From an optimization exercise on the open Yosys and OpenROAD flow, aimed at small area, a short achievable clock period and few clock cycles; shortcuts taken in it are not production practice. Function was checked by simulation only, so behaviour that the tests miss may differ from the original. Power is estimated from default activity; no workload was simulated.

==> flow/design.v (excerpt) <==
module histTop #(
    parameter int BIN_WIDTH = histPkg::BIN_WIDTH,
    parameter int COUNT_WIDTH = histPkg::COUNT_WIDTH,
    parameter int HITS_PER_FRAME = histPkg::HITS_PER_FRAME
) (
    input  logic                   clk,
    input  logic                   res,
    input  logic                   start,
    input  logic                   hitValid,
    input  logic [BIN_WIDTH-1:0]   hitBin,
    output logic                   busy,
    output logic                   collecting,
    output logic                   peakValid,
    output logic [BIN_WIDTH-1:0]   peakBin,
    output logic [COUNT_WIDTH-1:0] peakCount
);
make LEC_CHECK=0 CAP_MARGIN=20 CORE_MARGIN=2 CORE_UTILIZATION=40 CTS_CLUSTER_DIAMETER=100 CTS_CLUSTER_SIZE=30 SETUP_SLACK_MARGIN=2.0 SLEW_MARGIN=20 TNS_END_PERCENT=50 finish   # period 4.2 ns
run.sh (not shown) runs the stock make flow with config.mk's settings and CLKGATE_MAP_FILE= SYNTH_SCRIPT=/design/flow/synth_recipe.tcl, a recipe that flattens the netlist after the stock synthesis.
Testbench counts at the start, summed over its fixed seeds: cycles 55,492.
Rerun with:
Settings changed: ABC_AREA set to 1.
Result: Die area rises by 4.2%; wire length goes up by 7.0%; synthesized cell count rose by 48%; cell area rises by 3.8%.
Rerun with:
Settings changed: ABC_AREA 1 to unset, TNS_END_PERCENT 50 to unset.
- utilization came out higher by 0.75 points
- clock skew came out lower by 4.3 ps
- worst hold slack is worse by 140 ps
- non-clock buffer count came out higher by 8
- die area came out lower by about 4%
- synthesized cell count came out lower by about 32%

## run 1
Another version of the RTL of histTop (not shown whole).
Size: ~470 flip-flops, about 18000 sq um of cells after synthesis.
Design histTop, start of the top module:
module histTop #(
    parameter int BIN_WIDTH = histPkg::BIN_WIDTH,
    parameter int COUNT_WIDTH = histPkg::COUNT_WIDTH,
    parameter int HITS_PER_FRAME = histPkg::HITS_PER_FRAME
) (
    input  logic                   clk,
    input  logic                   res,
    input  logic                   start,
    input  logic                   hitValid,
    input  logic [BIN_WIDTH-1:0]   hitBin,
    output logic                   busy,
    output logic                   collecting,
    output logic                   peakValid,
    output logic [BIN_WIDTH-1:0]   peakBin,
    output logic [COUNT_WIDTH-1:0] peakCount
);
    localparam int BINS = 2 ** BIN_WIDTH;
    localparam int HIT_COUNT_WIDTH = $clog2(HITS_PER_FRAME + 1);
    function automatic logic [7:0] lfsrNext(input logic [7:0] x);
        lfsrNext = {x[6:0], ~(x[7] ^ x[5] ^ x[4] ^ x[3])};
    endfunction
    function automatic logic [7:0] lfsrAfter(input int n);
        lfsrAfter = '0;
        for (int i = 0; i < n; i++) begin
            lfsrAfter = lfsrNext(lfsrAfter);
        end
    endfunction
    localparam logic [7:0] LAST_HIT = lfsrAfter(HITS_PER_FRAME - 1);
    localparam int LO_WIDTH = 5;
    localparam int HI_WIDTH = COUNT_WIDTH - LO_WIDTH;
    localparam int SLOTS = HITS_PER_FRAME / (2 ** LO_WIDTH);
    logic startAcc;
    logic hitAccept;
  ...
Settings: LEC_CHECK=0, CAP_MARGIN=0, CORE_MARGIN=2, CORE_UTILIZATION=40, CTS_CLUSTER_DIAMETER=100, CTS_CLUSTER_SIZE=25, PLACE_DENSITY=0.7, SETUP_SLACK_MARGIN=2.0, SLEW_MARGIN=0; clock period 4.2 ns.
Testbench counts of run 1, summed over its fixed seeds: cycles 55,492.
The following lists how run 2 was set up differently from run 1:
# run 1
export LEC_CHECK = 0
export CAP_MARGIN = 0
export CORE_MARGIN = 2
export CORE_UTILIZATION = 40
export CTS_CLUSTER_DIAMETER = 100
export CTS_CLUSTER_SIZE = 25
export PLACE_DENSITY = 0.7
export SETUP_SLACK_MARGIN = 2.0
export SLEW_MARGIN = 0
create_clock -name core_clock -period 4.2 [get_ports {clk}]
# run 2
export LEC_CHECK = 0
export CAP_MARGIN = 20
export CORE_MARGIN = 2
export CORE_UTILIZATION = 40
export CTS_CLUSTER_DIAMETER = 100
export CTS_CLUSTER_SIZE = 30
export SETUP_SLACK_MARGIN = 2.0
export SLEW_MARGIN = 20
create_clock -name core_clock -period 4.2 [get_ports {clk}]
[summary]
Having completed the whole flow, run 2 delivered a layout that passed the timing, design-rule and antenna checks. Signed area change from the synthesized netlist to the final layout in run 2 is 0.23 points lower than in run 1. From run 1 to run 2 the numbers moved as follows: met2 wirelength from detailed routing moved up, first-pass GRT wire length moved up. The final area of run 1 and that of run 2 are within noise of each other.
The following lists how run 3 was set up differently from run 2:
# run 2
export LEC_CHECK = 0
export CAP_MARGIN = 20
export CORE_MARGIN = 2
export CORE_UTILIZATION = 40
export CTS_CLUSTER_DIAMETER = 100
export CTS_CLUSTER_SIZE = 30
export SETUP_SLACK_MARGIN = 2.0
export SLEW_MARGIN = 20
create_clock -name core_clock -period 4.2 [get_ports {clk}]
# run 3
export LEC_CHECK = 0
export CAP_MARGIN = 0
export CORE_MARGIN = 2
export CORE_UTILIZATION = 40
export CTS_CLUSTER_DIAMETER = 100
export CTS_CLUSTER_SIZE = 25
export SETUP_SLACK_MARGIN = 2.0
export SLEW_MARGIN = 0
create_clock -name core_clock -period 4.2 [get_ports {clk}]
### Flow results
Run 2 has a lower global-route usage than run 3.
In the reports for run 2 and run 3, the smaller sequential share of layout area belongs to run 3.
Of run 3 and run 2, it is run 3 that has the higher combinational power.
Summary of run 3 over run 2: combinational share of power held; worst path required time held; net count of the finished layout held.
[run 3 vs run 2] total power: higher in run 3
### run 3 -> run 4
# run 3
export LEC_CHECK = 0
export CAP_MARGIN = 0
export CORE_MARGIN = 2
export CORE_UTILIZATION = 40
export CTS_CLUSTER_DIAMETER = 100
export CTS_CLUSTER_SIZE = 25
export SETUP_SLACK_MARGIN = 2.0
export SLEW_MARGIN = 0
create_clock -name core_clock -period 4.2 [get_ports {clk}]
# run 4
export LEC_CHECK = 0
export CAP_MARGIN = 0
export CORE_MARGIN = 2
export CORE_UTILIZATION = 40
export CTS_CLUSTER_DIAMETER = 100
export CTS_CLUSTER_SIZE = 25
export SETUP_SLACK_MARGIN = 1.9
export SLEW_MARGIN = 0
create_clock -name core_clock -period 4.2 [get_ports {clk}]
==> comparison <==
Diff run 4..run 3 | worst IR drop on VDD | negligible
Diff run 3 -> run 4: net switching power saw a decrease, global-route usage saw a decrease.
Relative to run 3, run 4 degrades DRC violation total after the first TritonRoute iteration.
Looking at endpoint of the most critical setup path, the lo[11][1]$_DFFE_PP_ result is from run 3; the lo[4][3]$_DFFE_PP_ one comes from run 4.
Run 4 — clock period minus worst slack 37 ps higher, run 3 as reference
As far as sequential cell count goes, run 4 and run 3 are indistinguishable; the numbers are identical.
As far as total number of multi-input combinational cells is concerned, run 4 and run 3 perform about the same.
In terms of hold slack, run 4 and run 3 differ only marginally.
Run 4: number of antenna cells inserted is 1 lower than what run 3 reported.
Of run 4 and run 3, the run reporting the lower layout overhead on the synthesized area was run 4.

afterwards: timing with drivers on the ports:
No port has a modelled driver above. Below, the same layouts with a new extraction and two added sets of constraints. Step 1 assumes that a clkbuf_16 drives the clock port and a buf_2 every other input. Step 2 times the ports against the registers' clock, not the clock port: input delays grow and output delays shrink by t, the midpoint of the rising clock arrivals with the driver on. a / b / c = ideal / step 1 / step 2; a / b = the first two.
run	t (ns)	slack for setup (ns)	hold WS [ns]	latest minus earliest clock arrival (ns)	worst register clock-pin slew, ns
the first run of note 1	0.613	1.962 / 1.962 / 1.962	0.208 / 0.177 / 0.356	0.036 / 0.036	0.12 / 0.12
the second run of note 1	0.609	2.036 / 2.036 / 1.847	0.362 / 0.362 / 0.362	0.030 / 0.030	0.12 / 0.12
the third run of note 1	0.613	1.995 / 1.993 / 1.995	0.226 / 0.191 / 0.361	0.026 / 0.026	0.12 / 0.12
run 1	0.611	1.962 / 1.962 / 1.962	0.356 / 0.356 / 0.356	0.045 / 0.045	0.11 / 0.11
run 2	0.604	1.989 / 1.989 / 1.931	0.235 / 0.204 / 0.372	0.026 / 0.026	0.12 / 0.12
run 3	0.619	1.989 / 1.989 / 1.980	0.371 / 0.371 / 0.371	0.043 / 0.043	0.10 / 0.10
run 4	0.619	1.952 / 1.952 / 1.952	0.371 / 0.371 / 0.371	0.042 / 0.042	0.10 / 0.10
After both steps every run listed still meets setup and hold. The setup slack of the second run of note 1, which loses most, moves by 0.000 ns with the drivers and by -0.189 ns with both steps.
